This design comes from an exercise in tuning for small area, a short achievable clock period and few clock cycles per item on the open sky130 flow, not from production work. The RTL was checked by simulation tests, not by an equivalence proof against the original design. No activity file was given, so power comes from the tool's default toggle rates.

==> flow/design.v (excerpt) <==
module edge_top (
  input  logic       clk,
  input  logic       rst_n,
  input  logic       edge_en,
  input  logic       in_valid,
  input  logic       in_sof,
  input  logic [7:0] in_r,
  input  logic [7:0] in_g,
  input  logic [7:0] in_b,
  output logic       in_ready,
  output logic       out_valid,
  output logic       out_sof,
  output logic [7:0] out_r,
  output logic [7:0] out_g,
  output logic [7:0] out_b,
  input  logic       out_ready
);
Size: roughly 1500 cells after synthesis, about 740 flip-flops, roughly 57 I/O pins, ~27000 um2 of cells after synthesis.
make LEC_CHECK=0 CAP_MARGIN=20 CORE_MARGIN=2 CORE_UTILIZATION=60 SETUP_SLACK_MARGIN=2.4 SLEW_MARGIN=20 finish   # period 4.5 ns
run.sh (not shown) runs the stock make flow with config.mk's settings and CLKGATE_MAP_FILE= SYNTH_SCRIPT=/design/flow/synth_recipe.tcl, a recipe that flattens the netlist after the stock synthesis.
Testbench counts at the start, summed over its fixed seeds: cycles 34,199, pixels 32,768.
Edit:
--- a/flow/config.mk
+++ b/flow/config.mk
@@ -9,4 +9,6 @@
 export CORE_MARGIN = 2
 export CORE_UTILIZATION = 60
+export CTS_CLUSTER_DIAMETER = 80
+export CTS_CLUSTER_SIZE = 24
 export SETUP_SLACK_MARGIN = 2.4
 export SLEW_MARGIN = 20
Result:
- area after synthesis is unchanged
- worst setup slack is worse by 0.088 ns
- combinational power barely changes
- power drops by about 15%
- count of clock-buffer cells in the layout drops by 41
- worst hold slack is better by 0.016 ns
- sequential cell count stays the same
Edit:
--- a/flow/config.mk
+++ b/flow/config.mk
@@ -9,6 +9,6 @@
 export CORE_MARGIN = 2
 export CORE_UTILIZATION = 60
-export CTS_CLUSTER_DIAMETER = 80
-export CTS_CLUSTER_SIZE = 24
+export CTS_BUF_LIST = sky130_fd_sc_hd__clkbuf_8
+export CTS_CLUSTER_SIZE = 14
 export SETUP_SLACK_MARGIN = 2.4
 export SLEW_MARGIN = 20
Outcome: Power rose by roughly a tenth; clock power came out higher by a quarter to a third; non-clock buffer count grows by 1; global-route usage came out higher by 0.82 points; maximum frequency is higher by a few percent; worst setup slack gets better by 0.085 ns; routed wire length is higher by a few percent; critical path depth fell by 9.

* * *

build 6:
Another version of the RTL of edge_top (not shown whole).
For scale: ~1700 cells after synthesis, roughly 57 I/O pins, ~22000 um^2 of cells after synthesis.
Settings: LEC_CHECK=0, ABC_AREA=1, CAP_MARGIN=20, CORE_MARGIN=2, CORE_UTILIZATION=60, CTS_CLUSTER_DIAMETER=80, CTS_CLUSTER_SIZE=24, SETUP_SLACK_MARGIN=2.4, SLEW_MARGIN=20; clock period 4.5 ns.
Build 6: all stages complete, timing, DRC and antenna checks passed
Testbench counts of build 6, summed over its fixed seeds: cycles 34,199, pixels 32,768.
## Diff of input files: build 85 against build 6
Settings: ABC_AREA: 1 -> unset; CTS_CLUSTER_DIAMETER: 80 -> unset; CTS_BUF_LIST: unset -> sky130_fd_sc_hd__clkbuf_8; CTS_CLUSTER_SIZE: 24 -> 14.
==> run summary <==
- Sort build 6 and build 85 by count of clock-buffer cells in the layout, descending, and build 85 comes first.
- Going from build 6 to build 85, first-iteration DRC count lost about 19%; fraction of synthesized cell area in xor and xnor cells higher; cell count of the worst reg-to-reg path decreased by 1 relative to the old numbers; power drawn by the clock network grew by about 50%.
- Build 85 vs build 6: count of instances resized after the clock tree is built up by more than a quarter
- Relative to build 6, post-synthesis net count decreased by 9.5% in build 85.
- On routed wire length, build 6 and build 85 are neck and neck.
- Sort build 6 and build 85 by path length in cells of the critical path asc -> top: build 85
- Delta(iteration count of the initial detailed-routing pass, build 85 - build 6) < 0
- On global router's overall resource usage, build 85 tracks build 6 almost exactly.
Changes in build 90 relative to build 85:
Settings: putting CTS_CLUSTER_DIAMETER at 100 where nothing was set; putting ABC_AREA at 1 where nothing was set; clearing CTS_BUF_LIST, which used to be sky130_fd_sc_hd__clkbuf_8; swapping 14 for 32 in CTS_CLUSTER_SIZE.
Results
From build 85 to build 90 the numbers moved as follows: register share of total power higher, count of inverters other than clock inverters in the layout higher, pin slew with the least headroom to its limit dropped 120 ps, die area saw an increase. Build 85 → build 90: power has decreased; highest clock rate has increased; clock input transition at the sequential cells of the worst setup and hold paths has increased. Average via count per standard cell delta for build 90 relative to build 85: about 0.6% higher.
For build 29, these inputs were changed with respect to build 90:
Settings: clearing CTS_CLUSTER_DIAMETER, which used to be 100; clearing CTS_CLUSTER_SIZE, which used to be 32; clearing ABC_AREA, which used to be 1.
Notes after the runs:
Build 29 went all the way through synthesis, placement and routing and the layout is clean on timing, DRC and antenna. Mux contribution to synthesized area: build 90 and build 29 compared, lower one is build 90. Average instance area after synthesis of build 29 exceeds that of build 90 by more than 10%. Cmp build 29 vs build 90: sequential share of layout area lower in build 29. The total power in build 29 is 1.2 times that in build 90. Build 29 vs build 90 on vertical die dimension: build 29 is the lower one.
diff inputs: build 29 => build 49
Settings: CTS_CLUSTER_DIAMETER: unset -> 80; ABC_AREA: unset -> 1; CTS_CLUSTER_SIZE: unset -> 24; CORE_UTILIZATION: 60 -> 70.
Findings:
Compare build 49 and build 29 | global-route met3 utilization higher: build 29
When build 49 is measured against build 29, its required time reported for the critical path endpoint turns out 30 ps lower.
Hold slack improves in build 49 relative to build 29.
Build 49 vs build 29 — synthesized cell count climbed by more than 10%
[diff] worst setup margin, build 49 relative to build 29: improvement

* * *

== run A ==
The RTL this note starts from:
==> flow/design.v <==
`default_nettype none
package pix_pkg;
  localparam int pix_w = 8;
  localparam int grad_w = 11;
  localparam int mag_max = 255;
  localparam int kern_mid = 2;
  typedef logic [pix_w-1:0] pix_t;
  typedef struct packed {
    pix_t r;
    pix_t g;
    pix_t b;
  } rgb_t;
  typedef logic [9*pix_w-1:0] win_t;
  typedef struct packed {
    rgb_t rgb;
    pix_t grey;
    logic edge_mode;
  } dec_t;
  typedef struct packed {
    win_t win;
    rgb_t rgb;
    logic edge_mode;
  } win_beat_t;
  typedef struct packed {
    pix_t edge_val;
    rgb_t rgb;
    logic edge_mode;
  } res_t;
endpackage
`default_nettype wire
`default_nettype none
package frame_pkg;
  localparam int frame_cols = 32;
  localparam int frame_rows = 16;
  localparam int col_w = (frame_cols > 1) ? $clog2(frame_cols) : 1;
  localparam int row_w = (frame_rows > 1) ? $clog2(frame_rows) : 1;
endpackage
`default_nettype wire
`default_nettype none
module edge_top (
  input  logic       clk,
  input  logic       rst_n,
  input  logic       edge_en,
  input  logic       in_valid,
  input  logic       in_sof,
  input  logic [7:0] in_r,
  input  logic [7:0] in_g,
  input  logic [7:0] in_b,
  output logic       in_ready,
  output logic       out_valid,
  output logic       out_sof,
  output logic [7:0] out_r,
  output logic [7:0] out_g,
  output logic [7:0] out_b,
  input  logic       out_ready
);
  localparam int cols = frame_pkg::frame_cols;
  localparam int rows = frame_pkg::frame_rows;
  localparam int npix = cols * rows;
  localparam int depth = 2 * cols + 1;
  localparam int lag = cols + 2;
  localparam int hd_last = npix + lag - 1;
  logic        ir_v;
  logic        ir_sof;
  logic        ir_edge;
  logic [23:0] ir_d;       
  logic        fmode;      
  logic [9:0]  hd;
  logic        f_zero, f_last, f_valid, f_sof, f_left, f_right;
  logic        f_top, f_ptop;
  localparam int ring = depth - 1;
  logic [7:0]        ch0;
  logic [8*ring-1:0] rg;
  logic [4:0]        rot;
  logic        cv;         
  logic        c_sof;
  logic        c_right;    
  logic        c_right_y;  
  logic [9:0]  pt;         
  logic [9:0]  d1, d2, d3;         
  logic signed [8:0]  v1, vp;      
  logic signed [10:0] gsum;        
  logic        g_v;
  logic        g_sof;
  logic signed [10:0] gx;
  logic signed [10:0] gy;
  logic        s_v;
  logic        s_sof;
  logic [5:0]  s_lo;       
  logic [4:0]  s_hi;       
  logic        s_big;      
  logic        m_v;
  logic        m_sof;
  logic [7:0]  m_val;
  logic        skid_v;
  logic [24:0] skid_d;
  logic        in_ready_r;
  assign in_ready = in_ready_r;
  logic       in_mode;
  logic [8:0] rb_sum;
  assign in_mode = in_sof ? edge_en : fmode;
  assign rb_sum  = {1'b0, in_r} + {1'b0, in_b};
  logic adv;
  logic e_go;
  logic p_go;
  logic sh;
  logic al;
  logic p_v;
  logic out_en;
  logic busy;
  assign busy   = cv || g_v || s_v || m_v;
  assign adv    = !skid_v;
  assign al     = (rot == 5'd0) || f_zero;
  assign e_go   = adv && al && ir_v && ir_edge && (!hd[9] || f_last);
  assign p_go   = adv && ir_v && !ir_edge && f_zero && !busy;
  assign sh     = adv && al && (hd[9] || (ir_v && ir_edge));
  assign p_v    = (adv && m_v) || p_go;
  assign out_en = !out_valid || out_ready;
  logic ir_v_n;
  logic ir_edge_n;
  logic skid_v_n;
  logic out_v_n;
  logic tail_n;
  logic last_n;
  logic zero_n;
  logic busy_n;
  logic al_n;
  always_comb begin
    ir_v_n    = in_ready_r ? in_valid : ir_v;
    ir_edge_n = in_ready_r ? in_mode : ir_edge;
    if (out_en) begin
      out_v_n  = skid_v || p_v;
      skid_v_n = 1'b0;
    end else begin
      out_v_n  = 1'b1;
      skid_v_n = skid_v || p_v;
    end
    if (sh) begin
      tail_n = !f_last && (hd[9] || hd[8:0] == 9'h1ff);
      last_n = !f_last && (hd == 10'(hd_last - 1));
      zero_n = f_last && !e_go;
    end else begin
      tail_n = hd[9];
      last_n = f_last;
      zero_n = f_zero;
    end
    busy_n = adv ? ((sh && f_valid) || cv || g_v || s_v) : busy;
    al_n   = sh || (rot == 5'(cols - 1)) || zero_n;
  end
  always_ff @(posedge clk) begin
    if (!rst_n) begin
      ir_v       <= 1'b0;
      cv         <= 1'b0;
      g_v        <= 1'b0;
      s_v        <= 1'b0;
      m_v        <= 1'b0;
      out_valid  <= 1'b0;
      skid_v     <= 1'b0;
      in_ready_r <= 1'b1;
    end else begin
      ir_v       <= ir_v_n;
      if (adv) begin
        cv  <= sh && f_valid;
        g_v <= cv;
        s_v <= g_v;
        m_v <= s_v;
      end
      out_valid  <= out_v_n;
      skid_v     <= skid_v_n;
      in_ready_r <= !ir_v_n || (!skid_v_n && (ir_edge_n ? (al_n && (!tail_n || last_n))
                                                        : (zero_n && !busy_n)));
    end
  end
  always_ff @(posedge clk) begin
    if (!rst_n) begin
      hd     <= '0;
      f_zero <= 1'b1;
      f_last <= 1'b0;
    end else if (sh) begin
      hd     <= f_last ? {9'd0, e_go} : hd + 10'd1;
      f_zero <= f_last && !e_go;
      f_last <= !f_last && (hd == 10'(hd_last - 1));
    end
  end
  always_ff @(posedge clk) begin
    if (!rst_n) begin
      f_valid <= 1'b0;
      f_sof   <= 1'b0;
      f_left  <= 1'b0;
      f_right <= 1'b0;
      f_top   <= 1'b0;
      f_ptop  <= 1'b0;
    end else if (sh) begin
      f_valid <= !f_last && (hd >= 10'(lag - 1));
      f_sof   <= !f_last && (hd == 10'(lag - 1));
      f_left  <= !f_last && (hd[4:0] == 5'((lag - 1) % cols));
      f_right <= f_last ? e_go : (hd[4:0] == 5'((lag - 2) % cols));
      f_top   <= f_ptop;
      f_ptop  <= !f_last && (hd >= 10'(lag - 3)) && (hd < 10'(lag - 3 + cols));
    end
  end
  always_ff @(posedge clk) begin
    if (in_ready_r) begin
      ir_sof  <= in_sof;
      ir_edge <= in_mode;
      ir_d    <= {in_mode ? rb_sum[8:1] : in_r, in_g, in_b};
      if (in_valid && in_sof) begin
        fmode <= edge_en;
      end
    end
  end
  logic [8:0] grey_sum;
  logic [7:0] bot;
  logic [7:0] top;
  logic [7:0] nmid;
  logic [7:0] ntop;
  logic [7:0] tz;
  logic [7:0] ntz;
  assign grey_sum = {1'b0, ir_d[23:16]} + {1'b0, ir_d[15:8]};
  assign bot  = ch0;
  assign top  = rg[8*(2*cols-1) +: 8];
  assign nmid = rg[8*(cols-2) +: 8];
  assign ntop = rg[8*(2*cols-2) +: 8];
  assign tz   = f_top ? 8'h00 : top;
  assign ntz  = f_ptop ? 8'h00 : ntop;
  always_ff @(posedge clk) begin
    rot <= sh ? 5'd0 : rot + 5'd1;
    rg  <= {rg[8*(2*cols-1)-1:8*cols], sh ? rg[8*(cols-1) +: 8] : rg[8*(2*cols-1) +: 8],
            rg[8*(cols-1)-1:0],        sh ? ch0 : rg[8*(cols-1) +: 8]};
    if (sh) begin
      ch0     <= (hd[9] && !f_last) ? 8'h00 : grey_sum[8:1];
      pt      <= {2'b00, ntz} + {1'b0, nmid, 1'b0};
      d1      <= pt + {2'b00, bot};
      d2      <= d1;
      d3      <= f_left ? 10'd0 : d2;
      v1      <= $signed({1'b0, bot}) - $signed({1'b0, tz});
      vp      <= f_right ? 9'sd0 : v1;
      gsum    <= 11'(vp) + (11'(v1) <<< 1);
      c_sof   <= f_sof;
      c_right <= f_right;
    end
  end
  always_ff @(posedge clk) begin
    if (!rst_n) begin
      c_right_y <= 1'b0;
    end else if (sh) begin
      c_right_y <= f_right;
    end
  end
  always_ff @(posedge clk) begin
    if (adv) begin
      g_sof <= c_sof;
      gx    <= $signed({1'b0, c_right ? 10'd0 : d1}) - $signed({1'b0, d3});
      gy    <= gsum + (c_right_y ? 11'sd0 : 11'(v1));
    end
  end
  logic [9:0] ax;
  logic [9:0] ay;
  assign ax = gx[9:0] ^ {10{gx[10]}};
  assign ay = gy[9:0] ^ {10{gy[10]}};
  always_ff @(posedge clk) begin
    if (adv) begin
      s_sof <= g_sof;
      s_lo  <= {2'b00, ax[3:0]} + {2'b00, ay[3:0]} + {5'd0, gx[10]} + {5'd0, gy[10]};
      s_hi  <= {1'b0, ax[7:4]} + {1'b0, ay[7:4]};
      s_big <= (ax[9:8] != 2'b00) || (ay[9:8] != 2'b00);
    end
  end
  logic [5:0] m_top;
  assign m_top = {1'b0, s_hi} + {4'd0, s_lo[5:4]};
  always_ff @(posedge clk) begin
    if (adv) begin
      m_sof <= s_sof;
      m_val <= (s_big || m_top[5:4] != 2'b00) ? 8'hff : {m_top[3:0], s_lo[3:0]};
    end
  end
  logic [24:0] p_data;
  assign p_data = m_v ? {m_sof, m_val, m_val, m_val} : {ir_sof, ir_d};
  always_ff @(posedge clk) begin
    if (out_en) begin
      {out_sof, out_r, out_g, out_b} <= skid_v ? skid_d : p_data;
    end
    if (!skid_v) begin
      skid_d <= p_data;
    end
  end
endmodule
`default_nettype wire
clock: 4.5 ns
lec_check: 0
abc_area: 1
cap_margin: 20
core_margin: 2
core_utilization: 60
cts_cluster_diameter: 100
cts_cluster_size: 32
setup_slack_margin: 2.4
slew_margin: 20
tns_end_percent: 30
Testbench counts of run A, summed over its fixed seeds: cycles 34,199, pixels 32,768.
Input-level comparison between run B and run A:
Settings: CAP_MARGIN now 10, was 20; TNS_END_PERCENT no longer set, was 30; SLEW_MARGIN now 10, was 20.
Number of buffers on the longest clock path: run A vs run B — no meaningful difference
The final instance count without filler cells of run A and that of run B are within noise of each other.
Number of register bits inferred by synthesis came out exactly the same in run A and run B.
The post-DP HPWL was comparable across run A and run B.
In the tables for run A and run B, via count normalized by instance count reads lower with run A.
Run B — worst hold slack across all endpoints 0.022 ns higher, run A as reference
Run A and run B ended up with nearly the same sequential fraction of total cell area.
Growth of design area from synthesis to finish: run B vs run A, no meaningful difference
Compared with run A, run B shows fmax that has gone up by a few percent.
Looking at run A and run B, the multi-input gate area in the final layout is a wash.
Relative to run B, the following input files were edited for run C:
Settings: swapping 10 for 20 in CAP_MARGIN; swapping 10 for 20 in SLEW_MARGIN; putting GPL_TIMING_DRIVEN at 0 where nothing was set.
==> comparison <==
- Status | run B and run C | clean
- In the tables for run B and run C, clock group share of total power reads lower with run C.
- Of run B and run C, the run reporting the lower global-route usage was run B.
- Diff run B -> run C: count of buffers from port buffering decreased 1.8%, final total power down about 0.5%, final clock skew rose 0.0055 ns.
diff inputs: run C => run D
Settings: CTS_CLUSTER_DIAMETER now 80, was 100; ABC_AREA no longer set, was 1; CTS_CLUSTER_SIZE now 24, was 32; GPL_TIMING_DRIVEN no longer set, was 0.
==> comparison <==
Run D completed every stage of the flow, and the final layout passed the timing, design-rule and antenna checks.
Global routing met3 resource utilization in run D is 1.5 points higher than in run C
The power after layout in run D sits 680 uW above the value recorded for run C.
For the total wire length after detailed routing, run D came in 1600 um lower than run C did.
Count of inverters not on the clock network in the layout: run D lower than run C

-- static timing again, ports no longer ideal --
The flow's constraints put no driver on any port. The routed layouts listed below were extracted and timed again, unchanged, in two steps.
Step 1: set_driving_cell puts a clkbuf_16 on clk and a buf_2 on each other input, an assumption about the parent block.
Step 2, shift: input delay + t, output delay - t, t = (earliest + latest rising clock arrival at the registers) / 2. This alone moves slack from input paths to output paths.
Slacks: no drivers / after step 1 / after step 2; pairs: no drivers / after step 1.
run	shift t [ns]	slack for setup (ns)	hold slack, ns	worst setup path at the end	worst data-port slew with drivers (ns)
the first run of note 1	0.654	2.343 / 2.343 / 1.792	0.403 / 0.403 / 0.403	input to register	0.07
the second run of note 1	0.628	2.255 / 2.255 / 1.792	0.418 / 0.418 / 0.418	input to register	0.07
the third run of note 1	0.745	2.340 / 2.287 / 1.681	0.399 / 0.399 / 0.399	input to register	0.07
build 6	0.623	2.421 / 2.398 / 1.878	0.319 / 0.319 / 0.319	input to register	0.06
build 85	0.703	2.218 / 2.218 / 1.763	0.315 / 0.315 / 0.315	input to register	0.05
build 90	0.659	2.404 / 2.347 / 1.838	0.327 / 0.327 / 0.327	input to register	0.06
build 29	0.633	2.244 / 2.244 / 1.843	0.316 / 0.316 / 0.316	input to register	0.05
build 49	0.601	2.405 / 2.389 / 1.912	0.325 / 0.325 / 0.325	input to register	0.04
run A	0.639	2.339 / 2.339 / 1.750	0.305 / 0.305 / 0.305	input to register	0.09
run B	0.659	2.404 / 2.347 / 1.838	0.327 / 0.327 / 0.327	input to register	0.06
run C	0.653	2.384 / 2.329 / 1.848	0.309 / 0.309 / 0.309	input to register	0.05
run D	0.617	2.213 / 2.213 / 1.846	0.314 / 0.314 / 0.314	input to register	0.05
After both steps setup and hold are still met in every run listed. The setup slack of the third run of note 1, which loses most, moves by -0.053 ns with the drivers and by -0.659 ns with both steps.
